This is an optimization exercise on Yosys and OpenROAD, whose aim is small area, a short achievable clock period and few clock cycles per item, not a production implementation.
In this exercise RTL edits were held to simulation tests only and were not proved equivalent to the original.
Power and IR drop assume default switching activity.

==> run.sh <==
#!/bin/bash
# synth_recipe.tcl (not shown) runs the flow's synth.tcl, then flattens the netlist and writes it again
# the make line also repeats each setting of config.mk as NAME=value (left out here)
make -C /OpenROAD-flow-scripts/flow DESIGN_CONFIG=/design/flow/config.mk WORK_HOME=/design/flow/orfs CLKGATE_MAP_FILE= SYNTH_SCRIPT=/design/flow/synth_recipe.tcl finish
==> config.mk <==
export PLATFORM = sky130hd
export DESIGN_NAME = sha1_message_digest
export DESIGN_NICKNAME = sha1_message_digest
export VERILOG_FILES = /design/flow/design.v
export SDC_FILE = /design/flow/constraint.sdc
export NUM_CORES = 4
export LEC_CHECK = 0
export ABC_CLOCK_PERIOD_IN_PS = 3000
export CAP_MARGIN = 20
export CORE_MARGIN = 2
export CORE_UTILIZATION = 40
export SETUP_SLACK_MARGIN = 4.5
export SLEW_MARGIN = 20
==> constraint.sdc <==
create_clock -name core_clock -period 8.0 [get_ports {aclk}]
set_input_delay 1.6000 -clock core_clock [delete_from_list [all_inputs] [get_ports {aclk}]]
set_output_delay 1.6000 -clock core_clock [all_outputs]
set_load 0.01 [all_outputs]
==> design.v <==
`timescale 1ns / 1ps
module sha1_message_digest (
    input  logic                            aclk,
    input  logic                            aresetn,
    input  logic                            s_tvalid,
    output logic                            s_tready,
    input  logic [7:0]          s_tdata,    
    input  logic                            s_tlast,
    output logic                            m_tvalid,
    input  logic                            m_tready,
    output logic [31:0]         m_tdata,    
    output logic [2:0]          m_tuser,    
    output logic                            m_tlast
);
    localparam logic [31:0] H_INIT_0 = 32'h67452301;
    localparam logic [31:0] H_INIT_1 = 32'hEFCDAB89;
    localparam logic [31:0] H_INIT_2 = 32'h98BADCFE;
    localparam logic [31:0] H_INIT_3 = 32'h10325476;
    localparam logic [31:0] H_INIT_4 = 32'hC3D2E1F0;
    localparam logic [31:0] K_ROUND_0 = 32'h5A827999;
    localparam logic [31:0] K_ROUND_1 = 32'h6ED9EBA1;
    localparam logic [31:0] K_ROUND_2 = 32'h8F1BBCDC;
    localparam logic [31:0] K_ROUND_3 = 32'hCA62C1D6;
    function automatic logic [31:0] h_init_rev(input logic [2:0] i);
        case (i)
            3'd0:    h_init_rev = H_INIT_4;
            3'd1:    h_init_rev = H_INIT_3;
            3'd2:    h_init_rev = H_INIT_2;
            3'd3:    h_init_rev = H_INIT_1;
            default: h_init_rev = H_INIT_0;
        endcase
    endfunction
    function automatic logic [31:0] add3(input logic [31:0] x, input logic [31:0] y,
                                         input logic [31:0] z);
        logic [31:0] s, c;
        s = x ^ y ^ z;
        c = (x & y) | (x & z) | (y & z);
        add3 = s + {c[30:0], 1'b0};
    endfunction
    logic [31:0]  h0, h1, h2, h3, h4;       
    logic [31:0]  va, vb, vc, vd, ve;       
    logic [31:0]  fr;                       
    logic [511:0] w;                        
    logic [31:0]  pre;                      
    logic [31:0]  wnx;                      
    logic         pv;                       
    logic         pf;                       
    logic [2:0]   pfi;                      
    logic [3:0]   pnt;                      
    logic [6:0]   n;                        
    logic         m_lo, m_sch, m_fin, m_push, m_in, m_15, m_80, m_84;   
    logic [1:0]   kph;                      
    logic [3:0]   ks;                       
    logic         ps_w15, ps_w14, ps_wnx, ps_h4;    
    logic [4:0]   ps_i;                     
    logic [5:0]   pos;                      
    logic         wrdy;                     
    logic         early;                    
    logic         pad, padmark, markhi, lastblk, first, fake;
    logic [60:0]  bcnt;                     
    logic [5:0]   bc_lo;                    
    logic [54:0]  bc_hi;                    
    logic [4:0]   bc_cy;                    
    logic         rdy;
    logic         mval;
    logic [2:0]   midx;
    logic [4:0]   osel;                     
    assign s_tready = rdy;
    assign m_tvalid = mval;
    assign m_tuser  = midx;
    assign m_tlast  = osel[4];
    assign m_tdata  = ({32{osel[0]}} & h0) | ({32{osel[1]}} & h1) | ({32{osel[2]}} & h2)
                    | ({32{osel[3]}} & h3) | ({32{osel[4]}} & h4);
    logic        ffire, f5fire, lastf5;
    logic [31:0] rnd_t, va_in, vc_in, f_next;
    assign ffire  = pv & pf;
    assign f5fire = ffire & (pfi == 3'd4);
    assign lastf5 = f5fire & lastblk;
    always_comb begin
        rnd_t = add3({va[26:0], va[31:27]}, fr, pre);
        if (pf) va_in = lastblk ? h_init_rev(pfi) : pre;
        else    va_in = rnd_t;
        vc_in = pf ? vb : {vb[1:0], vb[31:2]};
        f_next = ({32{pnt[1]}} & ((va & vc_in) | (~va & vc)))
               | ({32{pnt[2]}} & (va ^ vc_in ^ vc))
               | ({32{pnt[3]}} & ((va & vc_in) | (va & vc) | (vc_in & vc)));
    end
    logic        pre_en, cons, esh;
    logic [31:0] kc, px, py, wsched, pre_sum;
    assign cons   = m_lo & (wrdy | early);
    assign esh    = m_fin & wrdy & ~early;
    assign pre_en = cons | m_sch | (m_fin & ~(m_80 & mval));
    always_comb begin
        wsched = wnx;
        kc = ({32{ks[0]}} & K_ROUND_0) | ({32{ks[1]}} & K_ROUND_1)
           | ({32{ks[2]}} & K_ROUND_2) | ({32{ks[3]}} & K_ROUND_3);
        px = pv ? vd : ve;
        py = ({32{ps_w15}} & w[31:0]) | ({32{ps_w14}} & w[63:32]) | ({32{ps_wnx}} & wsched)
           | ({32{ps_h4}} & h4)
           | ({32{ps_i[0]}} & H_INIT_4) | ({32{ps_i[1]}} & H_INIT_3) | ({32{ps_i[2]}} & H_INIT_2)
           | ({32{ps_i[3]}} & H_INIT_1) | ({32{ps_i[4]}} & H_INIT_0);
        pre_sum = add3(px, py, kc);
    end
    logic [6:0] n_inc, n_n;
    logic       d_lo, d_sch, d_fin, d_push, d_in, d_15, d_80, d_84;
    logic [1:0] d_kph;
    always_comb begin
        n_inc = m_84 ? 7'd0 : n + 7'd1;
        n_n   = pre_en ? n_inc : n;
        d_lo   = (n_n <= 7'd15);
        d_sch  = (n_n >= 7'd16) && (n_n <= 7'd79);
        d_fin  = (n_n >= 7'd80);
        d_push = (n_n >= 7'd16) && (n_n <= 7'd78);
        d_in   = (n_n >= 7'd79);
        d_15   = (n_n == 7'd15);
        d_80   = (n_n == 7'd80);
        d_84   = (n_n == 7'd84);
        if (n_n < 7'd20)      d_kph = 2'd0;
        else if (n_n < 7'd40) d_kph = 2'd1;
        else if (n_n < 7'd60) d_kph = 2'd2;
        else                  d_kph = 2'd3;
    end
    logic        can_in, acc, padpush, bpush, wpush, spush, wshift, is_lenlo;
    logic [7:0]  bv;
    logic [31:0] wv;
    logic [5:0]  pos_n;
    logic        wrdy_n, pad_n, early_n, free_n, first_n;
    assign can_in  = (m_in | m_lo) & (~wrdy | esh | (m_lo & ~early & ~m_15));
    assign acc     = s_tvalid & rdy;
    assign padpush = pad & can_in;
    assign bpush   = acc | (padpush & (pos[1:0] != 2'd0));
    assign wpush   = padpush & (pos[1:0] == 2'd0);
    assign spush   = m_push;
    assign wshift  = (cons & ~early & ~m_15) | spush | esh;
    assign bv      = pad ? (padmark ? 8'h80 : 8'h00) : s_tdata;
    assign bcnt    = {bc_hi, bc_lo};
    assign is_lenlo = ~padmark & ~markhi & (pos == 6'd60);
    always_comb begin
        if (padmark)                             wv = 32'h80000000;
        else if (~markhi && pos == 6'd56)        wv = bcnt[60:29];
        else if (~markhi && pos == 6'd60)        wv = {bcnt[28:0], 3'b000};
        else                                     wv = 32'd0;
    end
    always_comb begin
        pos_n = pos;
        if (bpush)      pos_n = pos + 6'd1;
        else if (wpush) pos_n = {pos[5:2] + 4'd1, 2'b00};
        if ((bpush & (pos[1:0] == 2'd3)) | wpush) wrdy_n = 1'b1;
        else if ((cons & ~early) | esh)           wrdy_n = 1'b0;
        else                                      wrdy_n = wrdy;
        first_n = f5fire ? lastblk : first;
        if (esh)                       early_n = 1'b1;
        else if (cons)                 early_n = 1'b0;
        else                           early_n = early;
        free_n = ~wrdy_n | (d_fin & ~early_n) | (d_lo & ~early_n & ~d_15);
        if (acc & s_tlast)             pad_n = 1'b1;
        else if (wpush & is_lenlo)     pad_n = 1'b0;
        else                           pad_n = pad;
    end
    always_ff @(posedge aclk) begin
        if (!aresetn) begin
            n       <= 7'd80;
            m_lo    <= 1'b0;
            m_sch   <= 1'b0;
            m_fin   <= 1'b1;
            m_push  <= 1'b0;
            m_in    <= 1'b1;
            m_15    <= 1'b0;
            m_80    <= 1'b1;
            m_84    <= 1'b0;
            kph     <= 2'd0;
            ks      <= 4'd0;
            ps_w15  <= 1'b0;
            ps_w14  <= 1'b0;
            ps_wnx  <= 1'b0;
            ps_h4   <= 1'b0;
            ps_i    <= 5'd1;
            pv      <= 1'b0;
            pos     <= '0;
            wrdy    <= 1'b0;
            early   <= 1'b0;
            pad     <= 1'b0;
            padmark <= 1'b0;
            markhi  <= 1'b0;
            lastblk <= 1'b1;
            first   <= 1'b1;
            fake    <= 1'b1;
            bc_lo   <= '0;
            bc_hi   <= '0;
            bc_cy   <= '0;
            rdy     <= 1'b1;
            mval    <= 1'b0;
            midx    <= '0;
            osel    <= 5'd1;
        end else begin
            n      <= n_n;
            m_lo   <= d_lo;
            m_sch  <= d_sch;
            m_fin  <= d_fin;
            m_push <= d_push;
            m_in   <= d_in;
            m_15   <= d_15;
            m_80   <= d_80;
            m_84   <= d_84;
            kph    <= d_kph;
            ks     <= {d_kph == 2'd3, d_kph == 2'd2, d_kph == 2'd1, d_kph == 2'd0} & {4{~d_fin}};
            ps_w15 <= d_lo & ~early_n;
            ps_w14 <= d_lo & early_n;
            ps_wnx <= d_sch;
            ps_h4  <= d_fin & ~first_n;
            ps_i   <= {n_n == 7'd84, n_n == 7'd83, n_n == 7'd82, n_n == 7'd81, n_n == 7'd80}
                      & {5{first_n}};
            pv     <= pre_en;
            pos    <= pos_n;
            wrdy   <= wrdy_n;
            early  <= early_n;
            pad    <= pad_n;
            rdy    <= ~pad_n & (d_in | d_lo) & free_n;
            if (acc & s_tlast) padmark <= 1'b1;
            else if (padpush)  padmark <= 1'b0;
            if (padpush) begin
                if (pos_n == 6'd0)                    markhi <= 1'b0;
                else if (padmark && pos >= 6'd56)     markhi <= 1'b1;
            end
            if (wpush & is_lenlo) begin
                bc_lo   <= '0;
                bc_hi   <= '0;
                bc_cy   <= '0;
                lastblk <= 1'b1;
            end else begin
                if (acc) bc_lo <= bc_lo + 6'd1;
                bc_cy[0] <= acc & (bc_lo == 6'd63);
                for (int k = 0; k < 5; k++) begin
                    if (bc_cy[k]) bc_hi[k*11 +: 11] <= bc_hi[k*11 +: 11] + 11'd1;
                    if (k < 4) bc_cy[k+1] <= bc_cy[k] & (bc_hi[k*11 +: 11] == 11'h7FF);
                end
            end
            first  <= first_n;
            if (lastf5) begin
                lastblk <= 1'b0;
                fake    <= 1'b0;
                mval    <= ~fake;
                midx    <= '0;
                osel    <= 5'd1;
            end else if (mval & m_tready) begin
                if (osel[4]) begin
                    mval <= 1'b0;
                    midx <= '0;
                end else begin
                    midx <= midx + 3'd1;
                end
                osel <= {osel[3:0], osel[4]};
            end
        end
    end
    always_ff @(posedge aclk) begin
        if (pv) begin
            va <= va_in;
            vb <= va;
            vc <= vc_in;
            vd <= vc;
            ve <= vd;
            fr <= f_next;
        end
        if ((pre_en & m_fin) | f5fire) begin
            h0 <= pre;
            h1 <= h0;
            h2 <= h1;
            h3 <= h2;
            h4 <= h3;
        end
    end
    logic [511:0] w_d;
    logic [31:0]  wnx_d;
    always_comb begin
        w_d = w;
        if (wshift) w_d[511:32] = w[479:0];
        wnx_d = w_d[95:64] ^ w_d[255:224] ^ w_d[447:416] ^ w_d[511:480];
        wnx_d = {wnx_d[30:0], wnx_d[31]};
    end
    always_ff @(posedge aclk) begin
        wnx <= wnx_d;
        if (pre_en) begin
            pre <= pre_sum;
            pf  <= m_fin;
            pfi <= n[2:0];
            pnt <= {d_kph == 2'd2, d_kph[0], d_kph == 2'd0, 1'b0} & {4{~d_fin}};
        end
        if (wshift) begin
            w[511:32] <= w[479:0];
        end
        if (bpush) begin
            w[31:0] <= {w[23:0], bv};
        end else if (wpush) begin
            w[31:0] <= wv;
        end else if (spush) begin
            w[31:0] <= wsched;
        end
    end
endmodule
==> results of run 1 <==
==> repair_timing <==
item	4_1_cts	5_1_grt
gates cloned	6	1
pin swaps	111	87
resized for setup	264	62
setup endpoints to repair	170	149
setup buffers	91	33
==> where the power goes <==
| group | switching, mW | leakage, nW | internal [mW] | total (mW) |
|---|---|---|---|---|
| logic | 3.22 | 7.70 | 3.01 | 6.23 |
| registers | 1.03 | 9.77 | 7.62 | 8.64 |
| clock network | 2.14 | 1.78 | 3.04 | 5.19 |
| total | 6.39 | 19.3 | 13.7 | 20.1 |
==> routing by layer <==
metal	up-vias	track usage, %
met5	-	0
met4	0	6.69
met3	193	3.00
met2	976	29.8
met1	12900	27.4
li1	11400	-
==> worst register-to-register path, stage by stage (launching register included) <==
cell and delay (ns):
dfxtp_4 0.35, buf_12 0.14, a22oi_2 0.19, nand2_2 0.10, a221oi_4 0.25, fa_1 0.48, inv_2 0.08, ha_4 0.20
a21o_1 0.16, a21o_1 0.22, o211ai_2 0.26, buf_4 0.16, buf_4 0.09, buf_4 0.10, a31oi_1 0.08, a211o_1 0.27
and2_4 0.15, o21ai_1 0.11, nand2b_1 0.10, xor2_2 0.18
==> area by class of cell <==
type	instances	area (um^2)	share of cell area, %
diodes	1	2.50	0.00488
clock buffers	138	2890	5.63
clock inverters	65	790	1.54
inverters	133	507	0.989
multi-input cells	1631	14700	28.7
flip-flops and latches	1053	28500	55.7
well taps	1403	1760	3.42
repair buffers	212	2060	4.02
==> cell families after synthesis <==
family	share of synthesized area, %
adders and majority gates	6.57
buffers and inverters	2.10
and+or+nand+nor	5.77
AOI/OAI and AO/OA	8.51
muxes	5.94
DFF	66.3
xor gates and xnor gates	4.80
==> per-stage QoR <==
stage | util, % | std cells | setup slack (ns) | cell area (um^2) | hold slack (ns)
after floorplan | - | 2919 | 1.37 | 43300 | 0.400
after global placement | 42.5 | 4300 | 3.03 | 45400 | 0.401
after detailed placement | 42.5 | 4300 | 2.94 | 45400 | 0.405
after CTS | 47.4 | 4600 | 4.02 | 50700 | 0.412
after global routing | 47.9 | 4635 | 3.94 | 51300 | 0.419
final | 47.9 | 4636 | 4.06 | 51300 | 0.412
==> registers in the layout (all words and copies together), names as in the netlist, 4 cells and up <==
register / cells
vd: 32
ps_i: 5
ks: 4
vb: 32
h0: 32
bc_lo: 6
bc_cy: 5
h4: 32
w: 512
h1: 32
vc: 32
h2: 32
n: 7
ve: 32
va: 32
h3: 32
wnx: 32
pos: 6
bc_hi: 55
pre: 32
osel: 5
fr: 32
==> worst paths after layout <==
| check | startpoint | end | cells past startpoint |
|---|---|---|---|
| max | ps_wnx | pre[16] | 19 |
| min | w[359] | w[391] | 0 |
| max reg2reg | ps_wnx | pre[16] | 19 |
| min reg2reg | w[359] | w[391] | 0 |
==> cell usage after synthesis (all sizes together) (40+ instances only) <==
cell	number	area [um^2]
dfxtp	310	6210
ha	73	913
inv	132	495
xnor2	55	482
edfxtp	743	22300
nand3	42	210
a222oi	58	581
fa	95	1900
nand2	174	653
o21ai	40	211
a22oi	90	676
xor2	94	823
a21oi	120	616
a221oi	46	403
mux2	201	2260
clkbuf	83	312
nor2	205	772
==> summary.txt, run 1 <==
Status
  • Status: finished clean

Clock tree
  • Clock-pin slew on the worst setup and hold paths: 0.06 ns
  • Max clock buf depth: 3
  • Clock Latency Late Sink: 0.69 ns
  • Inserted Clock Buffers: 107
  • CTS H-tree depth: 3
  • CTS sink cnt: 1053
  • Hold-fix buffers, CTS: 0
  • CTS tree: built
  • Root buffer cell: clkbuf_16

Worst setup path
  • WP data arrival: roughly 4.4 ns
  • Most used cell, CP: buf_4
  • Crit. End Element: flip-flop
  • Reg-to-reg setup timing slack: 4.06 ns
  • Startpoint types: flip-flop
  • Delay-heaviest family, CP: compound AO/OA/AOI/OAI gates
  • Largest stage delay, worst path: roughly 0.48 ns
  • CP required: 8.41 ns
  • Slowest CP cell: fa_1
  • Buf+Inv Stages, Crit Path: 5
  • CP max FO: 13
  • Crit path cell chain: buf_12 -> a22oi_2 -> nand2_2 -> a221oi_4 -> fa_1 -> inv_2 -> ha_4 -> a21o_1 -> a21o_1 -> o211ai_2 -> buf_4 -> buf_4 -> buf_4 -> a31oi_1 -> a211o_1 -> and2_4 -> o21ai_1 -> nand2b_1 -> xor2_2
  • Worst setup path class: reg -> reg

Run
  • Max cap viols: 0

Logic synthesis
  • Ys flop type: edfxtp_1
  • Post-Syn Area per Cell: 14.7 um^2
  • Mapped cell area: ~43000 um^2
  • Syn Inst Count: 2919
  • Async SR Flop Fraction: 0%
  • Synth cell types: 82
  • Post-synth EDFFs: 743
  • Seq/Total Area, Yosys: roughly two thirds
  • Yosys reg bits: 1053
  • Syn_nets: 3100
  • Syn. warnings: 1

Routing
  • DR top layer: met4
  • Vias per cell: 5.49
  • Drt drc: 0
  • WL/cell: 23.2 um
  • Initial DRC Count: 2914
  • M1 WL: 47400 um
  • Total wire length: 108000 um
  • Met3 wire len: between 7000 and 8000 um
  • Final ANT Viol Nets: 0
  • DR WL met2: between 40000 and 50000 um
  • Via count: 25500
  • TritonRoute pass-1 iters: 7

Timing
  • Worst Tran Pin Value: 0.952 ns
  • Period minus WS final: 3.94 ns
  • Final setup violation count: 0
  • Highest clock rate: 254 MHz
  • Rel. slew slack: 36.5%
  • RSZ-0062 raised after global routing: yes
  • Fin. max-slew vios: 0
  • Fin crit share: 49.3%
  • TNS Setup: 0 ns
  • Clock Skews: 0.0369 ns
  • Final count of hold timing violations: 0

Power
  • Power Dens Cells: 391 nW/um^2
  • Worst IR Drop VDD: between 0.15 and 0.2 mV
  • Overall power: 20.1 mW
  • Static leakage: just under 20 nW

Final layout
  • Nets@finish: 3319
  • Most frequent cells in the layout: edfxtp_1 (743), dfxtp_1 (301), mux2_2 (195)
  • Most common cell after layout, fill and taps aside: edfxtp_1
  • Share of layout cells above drive strength 1: ~23%
  • Area growth, synth to finish: 19.2%
  • Filler instances: 9065

Floorplanning
  • Core region area: 107000 um^2
  • Initial core utilization: about two fifths
  • Row cnt: 120
  • Die Height: 332 um
  • Die X: 332 um
  • I/O pin count: 51
  • Full die area: 110000 um^2

GRT
  • Via count of the first global-routing pass: 25400
  • Total Routing Usage GR: 19.2%
  • Initial antenna violation count: 3
  • Pin count of the biggest net entering global routing: 157
  • Global route total overflow: 0
  • First-pass GRT wire length: 161000 um

Min path
  • Worst Hold Class: reg -> reg

Placement
  • Final GP Congestion: 0.895
  • DP HPWL: 69500 um
  • I/O Buffers: 50
Testbench counts, summed over its fixed seeds: cycles 102,660, bytes 44,818.
==> run 2: changes to the inputs <==
--- a/design.v
+++ b/design.v
@@ -69,8 +69,7 @@
     assign m_tvalid = mval;
     assign m_tuser  = midx;
     assign m_tlast  = osel[4];
-    assign m_tdata  = ({32{osel[0]}} & h0) | ({32{osel[1]}} & h1) | ({32{osel[2]}} & h2)
-                    | ({32{osel[3]}} & h3) | ({32{osel[4]}} & h4);
+    assign m_tdata  = h0;
     logic        ffire, f5fire, lastf5;
     logic [31:0] rnd_t, va_in, vc_in, f_next;
     assign ffire  = pv & pf;
@@ -268,6 +267,9 @@
             h2 <= h1;
             h3 <= h2;
             h4 <= h3;
+        end else if (mval & m_tready & ~osel[4]) begin
+            h0 <= ({32{osel[0]}} & h1) | ({32{osel[1]}} & h2) | ({32{osel[2]}} & h3)
+                | ({32{osel[3]}} & h4);
         end
     end
     logic [511:0] w_d;
==> summary.txt, run 2 <==
Timing
  • Hold slack final: 0.405 ns (-0.00673 ns)
  • Fin crit share: 47.7% (-1.6 points)
  • TNS Setup: 0 ns (unchanged)
  • Fin. max-slew vios: 0 (unchanged)
  • Worst Tran Pin Value: 1.08 ns (+0.126 ns)
  • RSZ-0062 raised after global routing: yes
  • Period minus WS final: 3.82 ns (-0.126 ns)
  • Final count of hold timing violations: 0 (unchanged)
  • Rel. slew slack: 28.1% (-8.4 points)
  • Clock Skews: 0.0304 ns (-0.00651 ns)
  • Final worst slack: 4.18 ns (+0.126 ns)
  • Highest clock rate: 262 MHz (+3.3%)
  • Final setup violation count: 0 (unchanged)

Final layout
  • Nets@finish: 3332 (+0.39%)
  • Post-route cell area: 50500 um^2 (-1.4%)
  • Largest reg by FF count: w
  • Most common cell after layout, fill and taps aside: edfxtp_1
  • Filler instances: 9360 (+3.3%)
  • ANT cells: 0 (-1)
  • Non-Filler Instances: 4647 (+0.24%)
  • Final Util: 47.1% (-0.89 points)
  • Most frequent cells in the layout: edfxtp_1 (743), dfxtp_1 (302), nor2_1 (224)
  • Biggest regs: w: 512 flops, bc_hi: 55 flops
  • Area growth, synth to finish: 16.4%
  • Share of layout cells above drive strength 1: 18.7% (-4.5 points)
  • Largest register FFs: 512 (unchanged)

Logic synthesis
  • Share of the synthesized area in the top cell type: 51.4% (-0.46 points)
  • Leading area contributor after synthesis: edfxtp_1
  • Async SR Flop Fraction: 0% (unchanged)
  • Synth cell types: 78 (-4.9%)
  • Syn. warnings: 1 (unchanged)
  • Post-synth EDFFs: 743 (unchanged)
  • Ys flop type: edfxtp_1
  • Mapped cell area: 43400 um^2 (+0.89%)
  • Post-Syn Area per Cell: 14.5 um^2 (-1.9%)
  • Seq/Total Area, Yosys: 65.7% (-0.59 points)
  • Syn_nets: 3182 (+2.6%)
  • Synth cell count leaders: edfxtp_1 (743), dfxtp_1 (310), nor2_1 (231), mux2_2 (201), nand2_1 (145)
  • Synth top area cells: edfxtp_1 (51%), dfxtp_1 (14%), mux2_2 (5.2%)
  • Most frequent cell after synthesis: edfxtp_1
  • Syn Inst Count: 3001 (+2.8%)
  • Yosys reg bits: 1053 (unchanged)

GRT
  • Global route total overflow: 0 (unchanged)
  • First-pass GRT wire length: 156000 um (-3.0%)
  • Pin count of the biggest net entering global routing: 192 (+22%)
  • Initial antenna violation count: 1 (-2)
  • Total Routing Usage GR: 18.6% (-0.57 points)
  • Via count of the first global-routing pass: 24500 (-3.6%)

Routing
  • Vias per cell: 5.43 (-1.2%)
  • Via count: 25200 (-0.96%)
  • Initial DRC Count: 2279 (-22%)
  • Total wire length: 105000 um (-2.4%)
  • TritonRoute pass-1 iters: 6 (-1)
  • WL/cell: 22.6 um (-2.7%)
  • Final ANT Viol Nets: 0 (unchanged)
  • Drt drc: 0 (unchanged)

Power
  • Static leakage: 18.7 nW (-3.0%)
  • Power Dens Cells: 387 nW/um^2 (-1.2%)
  • Overall power: 19.5 mW (-2.6%)
  • Worst IR Drop VDD: 0.192 mV (-3.1%)

Clock tree
  • Clock Latency Late Sink: 0.70 ns (about the same)
  • CTS H-tree depth: 3 (unchanged)
  • CTS tree: built
  • Max clock buf depth: 3 (unchanged)
  • Clock-pin slew on the worst setup and hold paths: 0.06 ns (about the same)
  • CTS sink cnt: 1053 (unchanged)
  • Inserted Clock Buffers: 107 (unchanged)
  • Root buffer cell: clkbuf_16

Placement
  • DP HPWL: 69700 um (+0.23%)
  • Placed Instances: 4369 (+1.6%)
  • Area after DPL: 45600 um^2 (+0.34%)
  • Post-place setup slack: 3.33 ns (+0.385 ns)
  • I/O Buffers: 50 (unchanged)
  • Final GP Congestion: 0.877 (-2.0%)

Floorplanning
  • I/O pin count: 51 (unchanged)
  • Die Height: 333 um (+0.44%)
  • Core region area: 107000 um^2 (+0.42%)
  • Initial core utilization: 40.4% (+0.19 points)
  • Row cnt: 120 (unchanged)
  • Full die area: 111000 um^2 (+0.88%)
  • Die X: 333 um (+0.44%)

Worst setup path
  • R2R Path Start: ps_wnx
  • Crit. End Element: flip-flop
  • Startpoint types: flip-flop
  • CP max FO: 5 (-8)
  • CP required: 8.44 ns (+0.03 ns)
  • Worst setup path start: ps_wnx
  • WP data arrival: 4.26 ns (-0.09 ns)
  • Worst setup path class: reg -> reg

Min path
  • Worst Hold Class: reg -> reg
  • Hold path start: w[82]

Run
  • Max cap viols: 0 (unchanged)

Status
  • Status: finished clean
-- run 2: worst max-delay path: stages, from the launching register on --
cell,delay [ns]
dfxtp_4,0.44
buf_12,0.14
a22oi_2,0.05
nand2_1,0.10
a221oi_2,0.04
fa_1,0.51
inv_2,0.05
ha_4,0.15
fa_2,0.35
a21o_1,0.21
a221oi_4,0.32
o21ai_2,0.13
a221o_2,0.41
a21oi_4,0.16
o31a_1,0.26
a31oi_2,0.13
xnor2_1,0.13
-- run 2: routing by layer --
metal	track usage (%)	share of wire, %	vias to the layer above
met4	5.68	3.2	2
li1	-	-	11500
met1	26.9	46	12800
met5	0	0.012	-
met2	28.4	45	748
met3	3.55	6.3	185
-- run 2: what timing repair did --
item | 4_1_cts | 5_1_grt
endpoints found under the setup margin | 225 | 35
buffers inserted | 31 | 42
gates cloned | 3 | 0
endpoints found under the hold margin | 0 | 0
hold buffers | 0 | 0
pin swaps | 30 | 39
resized for setup | 89 | 60
-- run 2: logic make-up after synthesis --
family	Yosys count	synth area share [%]
AO/OA/AOI/OAI	531	8.57
XOR/XNOR	177	4.68
adder cells (fa/ha/maj)	168	6.49
buffers and inverters	246	2.23
flip-flops	1053	65.7
multiplexers	234	5.98
AND/OR/NAND/NOR	592	6.33
-- run 2: cell type report --
class,instances,area (um^2),share of cell area (%)
Clock buffer,157,3110,6.16
Clock inverter,45,502,0.993
Inverter,133,515,1.02
Multi-Input combinational cell,1703,14600,29.0
Sequential cell,1053,28500,56.5
Tap cell,1403,1760,3.47
Timing Repair Buffer,153,1470,2.91
-- run 2: path summary, 6_finish.rpt --
check	slack (ns)	end	depth (start not counted)
max reg2reg	4.18	pre[31]	16
max	4.18	pre[31]	16
min	0.41	w[114]	0
min reg2reg	0.41	w[114]	0
-- run 2: power breakdown --
part / switching (mW) / internal, mW
Combinational: 2.92 / 2.82
Sequential: 1.13 / 7.59
Clock: 2.14 / 2.94
Testbench counts of run 2, summed over its fixed seeds: cycles 102,660, bytes 44,818.
==> run 3: changes to the inputs <==
--- a/design.v
+++ b/design.v
@@ -41,6 +41,11 @@
     logic [31:0]  va, vb, vc, vd, ve;       
     logic [31:0]  fr;                       
     logic [511:0] w;                        
+    logic [31:0]  q;                        
+    logic         qv;                       
+    logic         qf;                       
+    logic [2:0]   qfi;                      
+    logic [3:0]   qnt;                      
     logic [31:0]  pre;                      
     logic [31:0]  wnx;                      
     logic         pv;                       
@@ -85,7 +90,7 @@
                | ({32{pnt[3]}} & ((va & vc_in) | (va & vc) | (vc_in & vc)));
     end
     logic        pre_en, cons, esh;
-    logic [31:0] kc, px, py, wsched, pre_sum;
+    logic [31:0] kc, px, py, wsched, pre_sum, q_sum;
     assign cons   = m_lo & (wrdy | early);
     assign esh    = m_fin & wrdy & ~early;
     assign pre_en = cons | m_sch | (m_fin & ~(m_80 & mval));
@@ -98,7 +103,8 @@
            | ({32{ps_h4}} & h4)
            | ({32{ps_i[0]}} & H_INIT_4) | ({32{ps_i[1]}} & H_INIT_3) | ({32{ps_i[2]}} & H_INIT_2)
            | ({32{ps_i[3]}} & H_INIT_1) | ({32{ps_i[4]}} & H_INIT_0);
-        pre_sum = add3(px, py, kc);
+        q_sum   = py + kc;
+        pre_sum = px + q;
     end
     logic [6:0] n_inc, n_n;
     logic       d_lo, d_sch, d_fin, d_push, d_in, d_15, d_80, d_84;
@@ -174,6 +180,7 @@
             ps_wnx  <= 1'b0;
             ps_h4   <= 1'b0;
             ps_i    <= 5'd1;
+            qv      <= 1'b0;
             pv      <= 1'b0;
             pos     <= '0;
             wrdy    <= 1'b0;
@@ -209,7 +216,8 @@
             ps_h4  <= d_fin & ~first_n;
             ps_i   <= {n_n == 7'd84, n_n == 7'd83, n_n == 7'd82, n_n == 7'd81, n_n == 7'd80}
                       & {5{first_n}};
-            pv     <= pre_en;
+            qv     <= pre_en;
+            pv     <= qv;
             pos    <= pos_n;
             wrdy   <= wrdy_n;
             early  <= early_n;
@@ -261,7 +269,7 @@
             ve <= vd;
             fr <= f_next;
         end
-        if ((pre_en & m_fin) | f5fire) begin
+        if ((m_fin & ~(m_80 & mval)) | ffire) begin
             h0 <= pre;
             h1 <= h0;
             h2 <= h1;
@@ -282,11 +290,17 @@
     end
     always_ff @(posedge aclk) begin
         wnx <= wnx_d;
+        q   <= q_sum;
+        pre <= pre_sum;
         if (pre_en) begin
-            pre <= pre_sum;
-            pf  <= m_fin;
-            pfi <= n[2:0];
-            pnt <= {d_kph == 2'd2, d_kph[0], d_kph == 2'd0, 1'b0} & {4{~d_fin}};
+            qf  <= m_fin;
+            qfi <= n[2:0];
+            qnt <= {d_kph == 2'd2, d_kph[0], d_kph == 2'd0, 1'b0} & {4{~d_fin}};
+        end
+        if (qv) begin
+            pf  <= qf;
+            pfi <= qfi;
+            pnt <= qnt;
         end
         if (wshift) begin
             w[511:32] <= w[479:0];
==> summary.txt, run 3 <==
Logic synthesis
  • Syn. warnings: 1 (unchanged)
  • Synth cell types: 88 (+13%)
  • Post-synth EDFFs: 718 (-3.4%)
  • Leading area contributor after synthesis: edfxtp_1
  • Syn_nets: 3464 (+8.9%)
  • Yosys reg bits: 1093 (+3.8%)
  • Async SR Flop Fraction: 0% (unchanged)
  • Ys flop type: edfxtp_1
  • Post-Syn Area per Cell: 13.8 um^2 (-4.7%)
  • Syn Inst Count: 3282 (+9.4%)
  • Share of the synthesized area in the top cell type: 47.7% (-3.8 points)
  • Seq/Total Area, Yosys: 64.2% (-1.5 points)
  • Synth top area cells: edfxtp_1 (48%), dfxtp_1 (17%), mux2_2 (5.4%)
  • Synth cell count leaders: edfxtp_1 (718), dfxtp_1 (375), nor2_1 (257), mux2_2 (217), nand2_1 (153)
  • Most frequent cell after synthesis: edfxtp_1
  • Mapped cell area: 45200 um^2 (+4.3%)

Min path
  • Worst Hold Class: reg -> reg

Final layout
  • Largest reg by FF count: w
  • Most frequent cells in the layout: edfxtp_1 (718), dfxtp_1 (360), nor2_1 (253)
  • Share of layout cells above drive strength 1: 15.9% (-2.8 points)
  • Nets@finish: 3564 (+7.0%)
  • Area growth, synth to finish: 14.8%
  • Most common cell after layout, fill and taps aside: edfxtp_1
  • Largest register FFs: 512 (unchanged)
  • Biggest regs: w: 512 flops, bc_hi: 55 flops

Power
  • Worst IR Drop VDD: 0.234 mV (+22%)
  • Power Dens Cells: 366 nW/um^2 (-5.4%)
  • Sw frac: 31.5% (-0.18 points)
  • Switch Pwr: 5.98 mW (-3.3%)
  • Gate power share: 26.2% (-3.1 points)
  • Overall power: 19.0 mW (-2.8%)
  • Sequential power share: 46.4% (+1.8 points)
  • Power share of the clock group: 27.5% (+1.5 points)
  • Pint: 13.0 mW (-2.5%)
  • Static leakage: 19.0 nW (+1.5%)

Clock tree
  • Clock-pin slew on the worst setup and hold paths: 0.06 ns (about the same)
  • Inserted Clock Buffers: 112 (+4.7%)
  • CTS sink cnt: 1093 (+3.8%)
  • CTS tree: built
  • Clock Latency Late Sink: 0.74 ns (+0.04 ns)
  • Max clock buf depth: 3 (unchanged)
  • CTS H-tree depth: 3 (unchanged)
  • Root buffer cell: clkbuf_16
  • Hold-fix buffers, CTS: 0 (unchanged)

GRT
  • GRT met1 Usage: 26.9% (+0.087 points)
  • Total Routing Usage GR: 18.7% (+0.048 points)
  • Global route total overflow: 0 (unchanged)
  • Met3 Use GR: 3.69% (+0.14 points)
  • Busiest layer in global routing: met2
  • Met2 GRT Util: 28.1% (-0.39 points)
  • Initial antenna violation count: 6 (+5)
  • Pin count of the biggest net entering global routing: 192 (unchanged)
  • First-pass GRT wire length: 164000 um (+4.8%)
  • Via count of the first global-routing pass: 25700 (+5.1%)

Routing
  • WL/cell: 22.2 um (-1.6%)
  • TritonRoute pass-1 iters: 6 (unchanged)
  • Vias per cell: 5.43 (+0.13%)
  • Initial DRC Count: 2589 (+14%)
  • Drt drc: 0 (unchanged)
  • Via count: 27100 (+7.4%)
  • Final ANT Viol Nets: 0 (unchanged)
  • Total wire length: 111000 um (+5.6%)

Worst setup path
  • Delay-heaviest family, CP: compound AO/OA/AOI/OAI gates
  • Worst setup path class: reg -> reg
  • WP data arrival: 3.97 ns (-0.29 ns)
  • Startpoint types: flip-flop
  • Buf+Inv Stages, Crit Path: 2 (unchanged)
  • Largest stage delay, worst path: 0.53 ns (+0.02 ns)
  • Crit path cell chain: fa_1 -> ha_2 -> inv_2 -> fa_2 -> nor2b_2 -> o21ai_2 -> a2111oi_4 -> buf_4 -> o311ai_4 -> o211a_4 -> o31ai_4 -> xnor2_1 -> o21ai_1
  • CP required: 8.40 ns (-0.04 ns)
  • CP max FO: 3 (-2)
  • Slowest CP cell: fa_1
  • Crit. End Element: flip-flop

Timing
  • Worst Tran Pin Value: 1.17 ns (+0.0894 ns)
  • Period minus WS final: 3.56 ns (-0.254 ns)
  • Fin. max-slew vios: 0 (unchanged)
  • Final setup violation count: 0 (unchanged)
  • Final count of hold timing violations: 0 (unchanged)
  • RSZ-0062 raised after global routing: yes
  • Highest clock rate: 281 MHz (+7.1%)
  • Clock Skews: 0.0777 ns (+0.0473 ns)
  • Fin crit share: 44.5% (-3.2 points)
  • TNS Setup: 0 ns (unchanged)
  • Rel. slew slack: 22.2% (-6.0 points)

Placement
  • DP HPWL: 75600 um (+8.4%)
  • Final GP Congestion: 0.876 (-0.13%)
  • I/O Buffers: 50 (unchanged)

Status
  • Status: finished clean

Floorplanning
  • Initial core utilization: 40.3% (-0.14 points)
  • Row cnt: 123 (+2.5%)
  • I/O pin count: 51 (unchanged)
  • Die X: 340 um (+2.1%)
  • Die Height: 340 um (+2.1%)
  • Core region area: 112000 um^2 (+4.7%)
  • Full die area: 116000 um^2 (+4.2%)

Run
  • Max cap viols: 0 (unchanged)
run 3: per-stage QoR:
step	hold WS, ns	setup WS, ns	cell area [um^2]	util, %	std cells
after floorplan	0.400	1.39	45600	-	3282
after CTS	0.342	4.42	51600	45.9	4963
after global routing	0.361	4.31	51900	46.2	4982
final	0.353	4.44	51900	46.2	4983
after detailed placement	0.405	4.02	47700	42.4	4741
after global placement	0.400	4.05	47700	42.4	4740
run 3: final cells by class:
type | instances | area (um^2)
antenna | 1 | 2.50
clock buffer | 157 | 3120
clock inverter | 57 | 621
fill | 10100 | 60400
inverter | 109 | 417
multi-input combinational | 1960 | 15700
sequential | 1093 | 29100
tap | 1500 | 1880
timing repair buffer | 106 | 1070
run 3: timing repair:
item	CTS	global route
endpoints found under the setup margin	44	36
cloned	0	2
setup buffers	8	17
gates resized for setup	26	41
hold endpoints to repair	0	0
pin swaps	10	6
run 3: path summary, 6_finish.rpt:
path / startpoint / end / slack (ns) / cells after the start
hold reg to reg: w[189] / w[221] / 0.35 / 0
setup / recovery: va[28] / va[27] / 4.44 / 13
setup reg to reg: va[28] / va[27] / 4.44 / 13
hold / removal: w[189] / w[221] / 0.35 / 0
run 3: kinds of logic after synthesis:
group,after synthesis,synth area share (%)
simple gates,706,7.38
fa+ha+maj,169,5.77
buf+inv,229,2.03
flops,1093,64.2
xor+xnor,183,4.60
mux,232,5.73
compound gates,670,10.2
run 3: power groups by stage:
stage / sequential [mW] / combinational [mW] / clock [mW]
global route: 8.91 / 5.46 / 5.54
finish: 8.81 / 4.97 / 5.22
detailed placement: 8.88 / 4.71 / 0
CTS: 8.79 / 4.85 / 5.34
floorplan: 8.24 / 3.54 / 0
global placement: 8.86 / 4.71 / 0
run 3: per-layer routing:
metal	wire, um	up-vias
met5	14	-
met4	3410	2
met3	7910	182
met2	48900	926
met1	50500	13400
li1	-	12500
Testbench counts of run 3, summed over its fixed seeds: cycles 102,666, bytes 44,818.
==> run 4: changes to the inputs <==
--- a/config.mk
+++ b/config.mk
@@ -8,6 +8,9 @@
 export ABC_CLOCK_PERIOD_IN_PS = 3000
 export CAP_MARGIN = 20
 export CORE_MARGIN = 2
-export CORE_UTILIZATION = 40
+export CORE_UTILIZATION = 55
+export CTS_BUF_LIST = sky130_fd_sc_hd__clkbuf_8
+export CTS_CLUSTER_DIAMETER = 50
+export CTS_CLUSTER_SIZE = 12
 export SETUP_SLACK_MARGIN = 4.5
 export SLEW_MARGIN = 20
==> summary.txt, run 4 <==
Power
  • Power Dens Cells: 353 nW/um^2 (-3.4%)
  • Overall power: 17.7 mW (-6.8%)
  • Worst IR Drop VDD: 0.216 mV (-7.7%)
  • Static leakage: 18.6 nW (-1.9%)

Routing
  • Drt drc: 0 (unchanged)
  • Initial DRC Count: 2299 (-11%)
  • Final ANT Viol Nets: 0 (unchanged)
  • Via count: 27500 (+1.7%)
  • Total wire length: 113000 um (+1.9%)
  • TritonRoute pass-1 iters: 6 (unchanged)
  • Vias per cell: 6.02 (+11%)
  • WL/cell: 24.7 um (+11%)

Clock tree
  • CTS H-tree depth: 3 (unchanged)
  • Clock Latency Late Sink: 0.78 ns (+0.04 ns)
  • CTS tree: built
  • Inserted Clock Buffers: 118 (+5.4%)
  • Max clock buf depth: 3 (unchanged)
  • CTS sink cnt: 1093 (unchanged)
  • Root buffer cell: clkbuf_8
  • Hold-fix buffers, CTS: 0 (unchanged)
  • Clock-pin slew on the worst setup and hold paths: 0.08 ns (+0.02 ns)

Timing
  • Rel. slew slack: 18.2% (-4.0 points)
  • Final count of hold timing violations: 0 (unchanged)
  • TNS Setup: 0 ns (unchanged)
  • Final setup violation count: 0 (unchanged)
  • Clock Skews: 0.0408 ns (-0.0369 ns)
  • Fin. max-slew vios: 0 (unchanged)
  • Fin crit share: 44.9% (+0.31 points)
  • Highest clock rate: 279 MHz (-0.70%)
  • Period minus WS final: 3.59 ns (+0.0250 ns)
  • Worst Tran Pin Value: 1.22 ns (+0.0562 ns)
  • RSZ-0062 raised after global routing: yes

Worst setup path
  • WP data arrival: 4.08 ns (+0.11 ns)
  • Crit. End Element: flip-flop
  • Startpoint types: flip-flop
  • CP max FO: 4 (+1)
  • CP required: 8.50 ns (+0.10 ns)
  • Worst setup path class: reg -> reg

Logic synthesis
  • Syn_nets: 3464 (unchanged)
  • Synth top area cells: edfxtp_1 (48%), dfxtp_1 (17%), mux2_2 (5.4%)
  • Leading area contributor after synthesis: edfxtp_1
  • Synth cell count leaders: edfxtp_1 (718), dfxtp_1 (375), nor2_1 (257), mux2_2 (217), nand2_1 (153)
  • Async SR Flop Fraction: 0% (unchanged)
  • Syn Inst Count: 3282 (unchanged)
  • Share of the synthesized area in the top cell type: 47.7% (unchanged)
  • Synth cell types: 88 (unchanged)
  • Post-synth EDFFs: 718 (unchanged)
  • Seq/Total Area, Yosys: 64.2% (unchanged)
  • Syn. warnings: 1 (unchanged)
  • Post-Syn Area per Cell: 13.8 um^2 (unchanged)
  • Most frequent cell after synthesis: edfxtp_1
  • Ys flop type: edfxtp_1
  • Mapped cell area: 45200 um^2 (unchanged)
  • Yosys reg bits: 1093 (unchanged)

Floorplanning
  • Initial core utilization: 55.4% (+15 points)
  • Core region area: 81700 um^2 (-27%)
  • Full die area: 84600 um^2 (-27%)
  • I/O pin count: 51 (unchanged)
  • Die X: 291 um (-15%)
  • Row cnt: 105 (-15%)
  • Die Height: 291 um (-15%)

GRT
  • Initial antenna violation count: 3 (-3)
  • Total Routing Usage GR: 26.5% (+7.8 points)
  • Pin count of the biggest net entering global routing: 158 (-18%)
  • Global route total overflow: 0 (unchanged)
  • Via count of the first global-routing pass: 27300 (+5.9%)
  • First-pass GRT wire length: 170000 um (+3.7%)

Final layout
  • Largest reg by FF count: w
  • Register area: 29100 um^2 (about the same)
  • Most frequent cells in the layout: edfxtp_1 (718), dfxtp_1 (364), nor2_1 (253)
  • Filler instances: 6338 (-37%)
  • Area growth, synth to finish: 10.7%
  • Nets@finish: 3576 (+0.34%)
  • Largest register FFs: 512 (unchanged)
  • Biggest regs: w: 512 flops, bc_hi: 55 flops
  • Most common cell after layout, fill and taps aside: edfxtp_1
  • Share of layout cells above drive strength 1: 15.9% (about the same)
  • Multi-input combinational cell area: 15800 um^2 (+0.13%)

Min path
  • Worst Hold Class: reg -> reg

Placement
  • I/O Buffers: 50 (unchanged)
  • Final GP Congestion: 0.904 (+3.2%)
  • DP HPWL: 78100 um (+3.3%)

Status
  • Status: finished clean

Run
  • Max cap viols: 0 (unchanged)
[run 4: changes by cell type in the layout (fill, tap and decap cells not counted), sizes merged]
cell | previous run | this run
buf | 54 | 60
bufinv | 8 | 7
clkbuf | 159 | 125
clkinv | 44 | 17
clkinvlp | 7 | 10
inv | 107 | 176
[run 4: worst paths after layout]
check | startpoint | endpoint | slack (ns) | cells after the start
worst max-delay path | va[18] | va[31] | 4.41 | 8
worst max register to register | va[18] | va[31] | 4.41 | 8
worst min register to register | w[131] | w[163] | 0.41 | 0
worst min-delay path | w[131] | w[163] | 0.41 | 0
[run 4: area by class of cell]
class | count | area share, %
clock inverter | 99 | 1.44
inverter | 109 | 0.832
clock buffer | 125 | 3.43
multi-input combinational | 1960 | 31.5
sequential | 1093 | 58.1
tap | 1070 | 2.67
timing repair inverter | 2 | 0.0200
antenna | 1 | 0.00499
timing repair buffer | 110 | 2.07
[run 4: cells by family after synthesis]
group           synth area share, %
compound gates                 10.2
xor+xnor                       4.60
fa+ha+maj                      5.77
buf+inv                        2.03
flops                          64.2
mux                            5.73
simple gates                   7.38
[run 4: critical path, cell delays in order (launching register included)]
cell      delay [ns]
edfxtp_1        0.53
fa_1            0.52
ha_1            0.37
a21oi_1         0.29
nand2b_1        0.14
o32ai_1         1.00
o31ai_4         0.18
nor3_2          0.25
a211oi_2        0.06
[run 4: power breakdown]
part	leakage [nW]	switching, mW	internal, mW
combinational	7.20	2.66	2.45
clock	1.43	2.05	1.72
sequential	9.96	1.20	7.62
[run 4: timing repair]
item / CTS / global route
pin swaps: 8 / 22
setup endpoints to repair: 31 / 365
cloned: 0 / 2
resized for setup: 20 / 47
setup buffers: 10 / 18
[run 4: through the flow]
step	cell area (um^2)	setup slack [ns]	hold WS (ns)	instances	utilization [%]
4_1_cts	49800	4.50	0.399	4548	60.9
6_report	50100	4.41	0.414	4569	61.3
3_5_place_dp	47100	3.94	0.405	4314	57.7
2_1_floorplan	45600	1.39	0.400	3282	-
5_1_grt	50100	4.32	0.413	4569	61.3
3_3_place_gp	47100	3.92	0.400	4314	57.7
[run 4: per-layer routing]
layer  part of all wire [%]  wire (um)  up-vias  track usage (%)
li1                       -          -    12500                -
met1                     43      48200    13800             36.2
met2                     48      53700      974             42.8
met3                    5.7       6470      219             4.24
met4                    4.0       4520        4             10.1
met5                  0.020         23        -                0
==> run 5: changes to the inputs <==
--- a/config.mk
+++ b/config.mk
@@ -5,7 +5,7 @@
 export SDC_FILE = /design/flow/constraint.sdc
 export NUM_CORES = 4
 export LEC_CHECK = 0
-export ABC_CLOCK_PERIOD_IN_PS = 3000
+export ABC_AREA = 1
 export CAP_MARGIN = 20
 export CORE_MARGIN = 2
 export CORE_UTILIZATION = 55
==> summary.txt, run 5 <==
Logic synthesis
  • Synth top area cells: edfxtp_1 (46%), dfxtp_1 (16%), nand2_1 (6.4%)
  • Syn Inst Count: 4199 (+28%)
  • Async SR Flop Fraction: 0% (unchanged)
  • Most frequent cell after synthesis: nand2_1
  • Post-synth EDFFs: 718 (unchanged)
  • Ys flop type: edfxtp_1
  • Synth cell count leaders: nand2_1 (794), edfxtp_1 (718), inv_1 (440), dfxtp_1 (375), nor2_1 (286)
  • Leading area contributor after synthesis: edfxtp_1
  • Syn. warnings: 1 (unchanged)
  • Synth cell types: 54 (-39%)
  • Seq/Total Area, Yosys: 62.4% (-1.8 points)
  • Syn_nets: 4381 (+26%)
  • Mapped cell area: 46500 um^2 (+2.9%)
  • Share of the synthesized area in the top cell type: 46.3% (-1.3 points)
  • Yosys reg bits: 1093 (unchanged)
  • Post-Syn Area per Cell: 11.1 um^2 (-20%)

Timing
  • TNS Setup: 0 ns (unchanged)
  • Clock Skews: 0.0499 ns (+0.00902 ns)
  • Fin. max-slew vios: 0 (unchanged)
  • Fin crit share: 42.5% (-2.4 points)
  • Highest clock rate: 294 MHz (+5.6%)
  • RSZ-0062 raised after global routing: yes
  • Final count of hold timing violations: 0 (unchanged)
  • Period minus WS final: 3.40 ns (-0.191 ns)
  • Rel. slew slack: 27.5% (+9.3 points)
  • Worst Tran Pin Value: 1.09 ns (-0.136 ns)
  • Final setup violation count: 0 (unchanged)

Routing
  • WL/cell: 21.0 um (-15%)
  • TritonRoute pass-1 iters: 6 (unchanged)
  • Initial DRC Count: 2692 (+17%)
  • Final ANT Viol Nets: 0 (unchanged)
  • Vias per cell: 5.52 (-8.4%)
  • Total wire length: 116000 um (+2.4%)
  • Drt drc: 0 (unchanged)
  • Via count: 30400 (+11%)

Status
  • Status: finished clean

GRT
  • Met3 Use GR: 3.63% (-0.61 points)
  • GRT met1 Usage: 39.7% (+3.5 points)
  • Global route total overflow: 0 (unchanged)
  • Pin count of the biggest net entering global routing: 192 (+22%)
  • Met2 GRT Util: 40.2% (-2.6 points)
  • Initial antenna violation count: 2 (-1)
  • Total Routing Usage GR: 26.8% (+0.34 points)
  • First-pass GRT wire length: 175000 um (+2.8%)
  • Via count of the first global-routing pass: 28800 (+5.8%)
  • Busiest layer in global routing: met2

Floorplanning
  • Full die area: 87000 um^2 (+2.8%)
  • Die X: 295 um (+1.4%)
  • Initial core utilization: 55.6% (+0.25 points)
  • Core region area: 83700 um^2 (+2.4%)
  • Row cnt: 106 (+0.95%)
  • I/O pin count: 51 (unchanged)
  • Die Height: 295 um (+1.4%)

Power
  • Switch Pwr: 8.62 mW (+46%)
  • Gate power share: 35.9% (+7.0 points)
  • Power Dens Cells: 434 nW/um^2 (+23%)
  • Overall power: 22.0 mW (+24%)
  • Worst IR Drop VDD: 0.267 mV (+24%)
  • Pint: 13.4 mW (+13%)
  • Sequential power share: 46.8% (-3.0 points)
  • Power share of the clock group: 17.3% (-4.0 points)
  • Static leakage: 19.6 nW (+5.6%)
  • Sw frac: 39.2% (+5.8 points)

Min path
  • Worst Hold Class: reg -> reg

Placement
  • I/O Buffers: 50 (unchanged)
  • DP HPWL: 82300 um (+5.4%)
  • Final GP Congestion: 0.973 (+7.6%)

Final layout
  • Filler instances: 6992 (+10%)
  • Most frequent cells in the layout: nand2_1 (791), edfxtp_1 (718), inv_1 (497)
  • Area growth, synth to finish: 8.99%
  • Most common cell after layout, fill and taps aside: nand2_1
  • Largest register FFs: 512 (unchanged)
  • Biggest regs: w: 512 flops, bc_hi: 55 flops
  • Largest reg by FF count: w
  • Nets@finish: 4456 (+25%)
  • Share of layout cells above drive strength 1: 8.27% (-7.6 points)

Clock tree
  • Clock Latency Late Sink: 0.80 ns (+0.02 ns)
  • CTS tree: built
  • Inserted Clock Buffers: 116 (-1.7%)
  • CTS H-tree depth: 3 (unchanged)
  • Root buffer cell: clkbuf_8
  • CTS sink cnt: 1093 (unchanged)
  • Clock-pin slew on the worst setup and hold paths: 0.08 ns (about the same)
  • Max clock buf depth: 3 (unchanged)

Worst setup path
  • Worst setup path class: reg -> reg
  • Startpoint types: flip-flop
  • CP required: 8.64 ns (+0.14 ns)
  • WP data arrival: 4.04 ns (-0.04 ns)
  • CP max FO: 23 (+19)
  • Crit. End Element: flip-flop
  • Reg-to-reg setup timing slack: 4.60 ns (+0.19 ns)

Run
  • Max cap viols: 0 (unchanged)
## run 5: changes by cell type in the layout (fill, tap and decap cells not counted), moves of 34 or more
cell     previous run  this run
o21ai_1            15        56
a22oi_1           137        21
mux2_2            209        31
nand2_1           152       791
nand3_1            64       136
o21ai_0            78       212
a21oi_1           127       191
inv_1             159       497
o21ai_2             6        92
a31oi_1            49        15
## run 5: kinds of logic (layout without fill, tap and decap cells)
group           after synthesis  after routing  synth area share [%]
flops                      1093           1093                  62.4
mux                          33             33                 0.793
simple gates               1335           1335                  11.8
compound gates              807            807                  11.0
xor+xnor                    190            190                  3.58
other cells                   0              5                     0
fa+ha+maj                   169            169                  5.61
buf+inv                     572            748                  4.86
## run 5: through the flow
step / util [%] / instance area [um^2] / hold slack [ns] / setup slack, ns / std cells
final: 60.6 / 50700 / 0.411 / 4.60 / 5514
after global routing: 60.6 / 50700 / 0.427 / 4.40 / 5512
after CTS: 60.6 / 50700 / 0.409 / 4.50 / 5509
after detailed placement: 57.6 / 48200 / 0.405 / 3.15 / 5289
after global placement: 57.6 / 48200 / 0.400 / 3.19 / 5289
after floorplan: - / 46600 / 0.400 / 4.39 / 4199
## run 5: final cells by class
cell class,count,area (um^2),area share [%]
Antenna cell,5,12.5,0.0247
Clock buffer,119,1640,3.23
Clock inverter,100,787,1.55
Inverter,450,1690,3.33
Multi-Input combinational cell,2534,15300,30.2
Sequential cell,1093,29100,57.3
Tap cell,1134,1420,2.80
Timing Repair Buffer,79,771,1.52
## run 5: worst paths after layout
path           from      to  depth (start not counted)
max reg2reg  ps_w15   q[26]                         12
min reg2reg  w[285]  w[317]                          0
min          w[285]  w[317]                          0
max          ps_w15   q[26]                         12
## run 5: timing repair
action,in CTS,in global routing
resized for setup,7,8
buffers inserted,1,0
setup endpoints to repair,43,23
endpoints found under the hold margin,0,0
cloned,0,0
hold buffers,0,0
## run 5: power by group through the flow
stage,clock network [mW],registers (mW),logic (mW)
finish,3.80,10.3,7.89
global route,4.11,10.5,8.82
CTS,3.92,10.3,7.85
detailed placement,0,10.4,7.75
global placement,0,10.4,7.73
floorplan,0,9.59,5.67
## run 5: routing by layer
metal	vias to the layer above	routed length, um
li1	14600	-
met1	14600	53400
met2	1003	50500
met3	201	6960
met4	0	4670
met5	-	0
## run 5: worst max-delay path, stage by stage (launching register included)
cell and delay [ns]:
dfxtp_1 0.32, buf_4 0.23, a22o_1 0.24, a221oi_1 0.45, nand2_1 0.15, ha_1 0.43
nand2_1 0.13, nor2_1 0.20, nand4_1 0.10, o21ai_0 0.42, nand4_1 0.16, nand2_1 0.11
xor2_1 0.31
==> run 6: changes to the inputs <==
==> config.mk (replaced) <==
export PLATFORM = sky130hd
export DESIGN_NAME = sha1_message_digest
export DESIGN_NICKNAME = sha1_message_digest
export VERILOG_FILES = /design/flow/design.v
export SDC_FILE = /design/flow/constraint.sdc
export NUM_CORES = 4
export LEC_CHECK = 0
export ABC_CLOCK_PERIOD_IN_PS = 3000
export CAP_MARGIN = 20
export CORE_MARGIN = 2
export CORE_UTILIZATION = 62
export CTS_BUF_LIST = sky130_fd_sc_hd__clkbuf_8
export CTS_CLUSTER_DIAMETER = 50
export CTS_CLUSTER_SIZE = 14
export SETUP_SLACK_MARGIN = 4.7
export SLEW_MARGIN = 20
==> summary.txt, run 6 <==
Timing
  • Final worst slack: 4.52 ns (-0.0875 ns)
  • Clock Skews: 0.0391 ns (-0.0108 ns)
  • Worst Tran Pin Value: 1.07 ns (-0.0144 ns)
  • RSZ-0062 raised after global routing: yes
  • Highest clock rate: 287 MHz (-2.5%)
  • Period minus WS final: 3.48 ns (+0.0875 ns)
  • Fin crit share: 43.6% (+1.1 points)
  • Final setup violation count: 0 (unchanged)
  • Rel. slew slack: 28.0% (+0.48 points)
  • Fin. max-slew vios: 0 (unchanged)
  • Hold slack final: 0.405 ns (-0.00640 ns)
  • Final count of hold timing violations: 0 (unchanged)
  • TNS Setup: 0 ns (unchanged)

Final layout
  • Most common cell after layout, fill and taps aside: edfxtp_1
  • Area growth, synth to finish: 11.7%
  • Share of layout cells above drive strength 1: 17.9% (+9.6 points)
  • Final Util: 69.6% (+9.0 points)
  • Nets@finish: 3589 (-19%)
  • Most frequent cells in the layout: edfxtp_1 (718), dfxtp_1 (357), nor2_1 (252)
  • Largest register FFs: 512 (unchanged)
  • Biggest regs: w: 512 flops, bc_hi: 55 flops
  • Filler instances: 5054 (-28%)
  • Non-Filler Instances: 4462 (-19%)
  • Largest reg by FF count: w

Min path
  • Worst Hold Class: reg -> reg

Placement
  • Final GP Congestion: 0.938 (-3.5%)
  • DP HPWL: 75200 um (-8.6%)
  • Post-place setup slack: 3.96 ns (+0.805 ns)
  • I/O Buffers: 50 (unchanged)
  • Placed Instances: 4201 (-21%)

GRT
  • Global route total overflow: 0 (unchanged)
  • Initial antenna violation count: 1 (-1)
  • Total Routing Usage GR: 29.2% (+2.4 points)
  • Pin count of the biggest net entering global routing: 160 (-17%)
  • First-pass GRT wire length: 165000 um (-5.3%)
  • Via count of the first global-routing pass: 27300 (-5.3%)

Worst setup path
  • Crit path cell chain: fa_2 -> ha_4 -> inv_2 -> fa_2 -> nor2b_2 -> o21ai_2 -> a2111oi_4 -> buf_4 -> o311ai_4 -> o211a_4 -> o31ai_4 -> xnor2_1 -> o21ai_1
  • WP data arrival: 3.95 ns (-0.09 ns)
  • Crit. End Element: flip-flop
  • Largest stage delay, worst path: 0.61 ns (+0.16 ns)
  • CP required: 8.46 ns (-0.18 ns)
  • CP max FO: 3 (-87%)
  • Worst setup path class: reg -> reg
  • Startpoint types: flip-flop
  • Most used cell, CP: fa_2
  • Slowest CP cell: fa_2

Logic synthesis
  • Seq/Total Area, Yosys: 64.2% (+1.8 points)
  • Syn. warnings: 1 (unchanged)
  • Mapped cell area: 45200 um^2 (-2.8%)
  • Post-Syn Area per Cell: 13.8 um^2 (+24%)
  • Leading area contributor after synthesis: edfxtp_1
  • Most frequent cell after synthesis: edfxtp_1
  • Syn Inst Count: 3282 (-22%)
  • Yosys reg bits: 1093 (unchanged)
  • Synth top area cells: edfxtp_1 (48%), dfxtp_1 (17%), mux2_2 (5.4%)
  • Synth cell count leaders: edfxtp_1 (718), dfxtp_1 (375), nor2_1 (257), mux2_2 (217), nand2_1 (153)
  • Share of the synthesized area in the top cell type: 47.7% (+1.3 points)
  • Synth cell types: 88 (+63%)
  • Syn_nets: 3464 (-21%)
  • Post-synth EDFFs: 718 (unchanged)
  • Ys flop type: edfxtp_1
  • Async SR Flop Fraction: 0% (unchanged)

Routing
  • TritonRoute pass-1 iters: 6 (unchanged)
  • WL/cell: 25.0 um (+19%)
  • Initial DRC Count: 2963 (+10%)
  • Total wire length: 112000 um (-3.5%)
  • Via count: 27900 (-8.2%)
  • Vias per cell: 6.26 (+13%)
  • Final ANT Viol Nets: 0 (unchanged)
  • Drt drc: 0 (unchanged)

Floorplanning
  • Die Height: 274 um (-7.0%)
  • Die X: 274 um (-7.0%)
  • Full die area: 75200 um^2 (-14%)
  • Core region area: 72600 um^2 (-13%)
  • I/O pin count: 51 (unchanged)
  • Initial core utilization: 62.3% (+6.7 points)
  • Row cnt: 99 (-6.6%)

Clock tree
  • Clock-pin slew on the worst setup and hold paths: 0.10 ns (+0.02 ns)
  • Clock Latency Late Sink: 0.75 ns (-0.05 ns)
  • Max clock buf depth: 3 (unchanged)
  • CTS sink cnt: 1093 (unchanged)
  • Inserted Clock Buffers: 110 (-5.2%)
  • Root buffer cell: clkbuf_8
  • CTS H-tree depth: 3 (unchanged)
  • CTS tree: built

Power
  • Power Dens Cells: 352 nW/um^2 (-19%)
  • Worst IR Drop VDD: 0.229 mV (-14%)
  • Static leakage: 18.8 nW (-4.3%)

Status
  • Status: finished clean

Run
  • Max cap viols: 0 (unchanged)
run 6: cell type report:
type                       count  area, um^2  share of cell area [%]
inverter                     109         417                   0.825
timing repair buffer         131        1360                    2.70
tap                          959        1200                    2.37
clock buffer                 114        1570                    3.11
multi-input combinational   1960       16000                    31.7
timing repair inverter         2        10.0                  0.0198
clock inverter                92         816                    1.61
antenna                        2        5.00                 0.00991
sequential                  1093       29100                    57.6
run 6: power breakdown:
part           internal [mW]  switching, mW  leakage, nW  total [mW]
logic                   2.51           2.77         7.51        5.27
registers               7.61           1.18         9.96        8.79
clock network           1.67           2.07         1.33        3.74
total                   11.8           6.02         18.8        17.8
run 6: what timing repair did:
action,in CTS,in global routing
gates cloned,3,6
setup endpoints to repair,398,399
hold buffers,0,0
pin swaps,24,44
resized for setup,110,80
buffers inserted,25,19
run 6: kinds of logic after synthesis:
group | after synthesis | share of synthesized area, %
compound gates | 670 | 10.2
xor+xnor | 183 | 4.60
fa+ha+maj | 169 | 5.77
buf+inv | 229 | 2.03
flops | 1093 | 64.2
mux | 232 | 5.73
simple gates | 706 | 7.38
run 6: path summary, 6_finish.rpt:
path	from	endpoint	slack, ns	cells past startpoint
setup / recovery	va[28]	va[27]	4.52	13
hold / removal	w[255]	w[287]	0.40	0
setup reg to reg	va[28]	va[27]	4.52	13
hold reg to reg	w[255]	w[287]	0.40	0
run 6: layer usage:
layer	global-route usage, %	wire length [um]	part of all wire (%)
met1	41.1	47000	42
met5	0	0	0
met2	46.9	52200	47
met4	10.9	5060	4.5
met3	3.95	7300	6.5
run 6: worst max-delay path, delay by kind of cell (launching register included):
kind	cells	cell delay [ns]
fa+ha+maj	3	1.10
compound gates	6	1.16
xor+xnor	1	0.16
simple gates	1	0.13
flops	1	0.45
buf+inv	2	0.23
run 6: stage by stage:
step                      power [mW]  area (um^2)
after floorplan                 11.8        45600
after global placement          13.5        47000
after detailed placement        13.6        47000
after CTS                       17.5        49900
after global routing            18.6        50500
final                           17.8        50500

-- port drivers added, routing unchanged --
The results above use ideal ports. As a check the final layouts listed here were re-extracted and re-timed, cells and wires unchanged.
Step 1 assumes that a clkbuf_16 drives the clock port and a buf_2 every other input.
Step 2 times the ports against the registers' clock, not the clock port: input delays grow and output delays shrink by t, the midpoint of the rising clock arrivals with the driver on.
a / b / c = no drivers / after step 1 / after step 2; a / b = the first two.
run | shift t [ns] | slack for setup (ns) | hold WS [ns] | worst setup path at the end | worst register clock-pin slew, ns
run 1 | 0.738 | 4.056 / 4.056 / 4.056 | 0.412 / 0.412 / 0.412 | register to register | 0.07 / 0.07
run 2 | 0.757 | 4.182 / 4.182 / 4.032 | 0.405 / 0.405 / 0.405 | input to register | 0.07 / 0.07
run 3 | 0.765 | 4.437 / 4.437 / 4.080 | 0.353 / 0.353 / 0.353 | input to register | 0.07 / 0.07
run 4 | 0.821 | 4.412 / 4.412 / 3.864 | 0.414 / 0.414 / 0.414 | input to register | 0.09 / 0.09
run 5 | 0.840 | 4.603 / 4.537 / 4.074 | 0.411 / 0.411 / 0.411 | input to register | 0.09 / 0.09
run 6 | 0.802 | 4.516 / 4.516 / 4.043 | 0.405 / 0.405 / 0.405 | input to register | 0.10 / 0.10
After both steps every run listed still meets setup and hold. For run 4, which loses most, drivers alone change the setup slack by 0.000 ns; drivers and shift together by -0.548 ns.
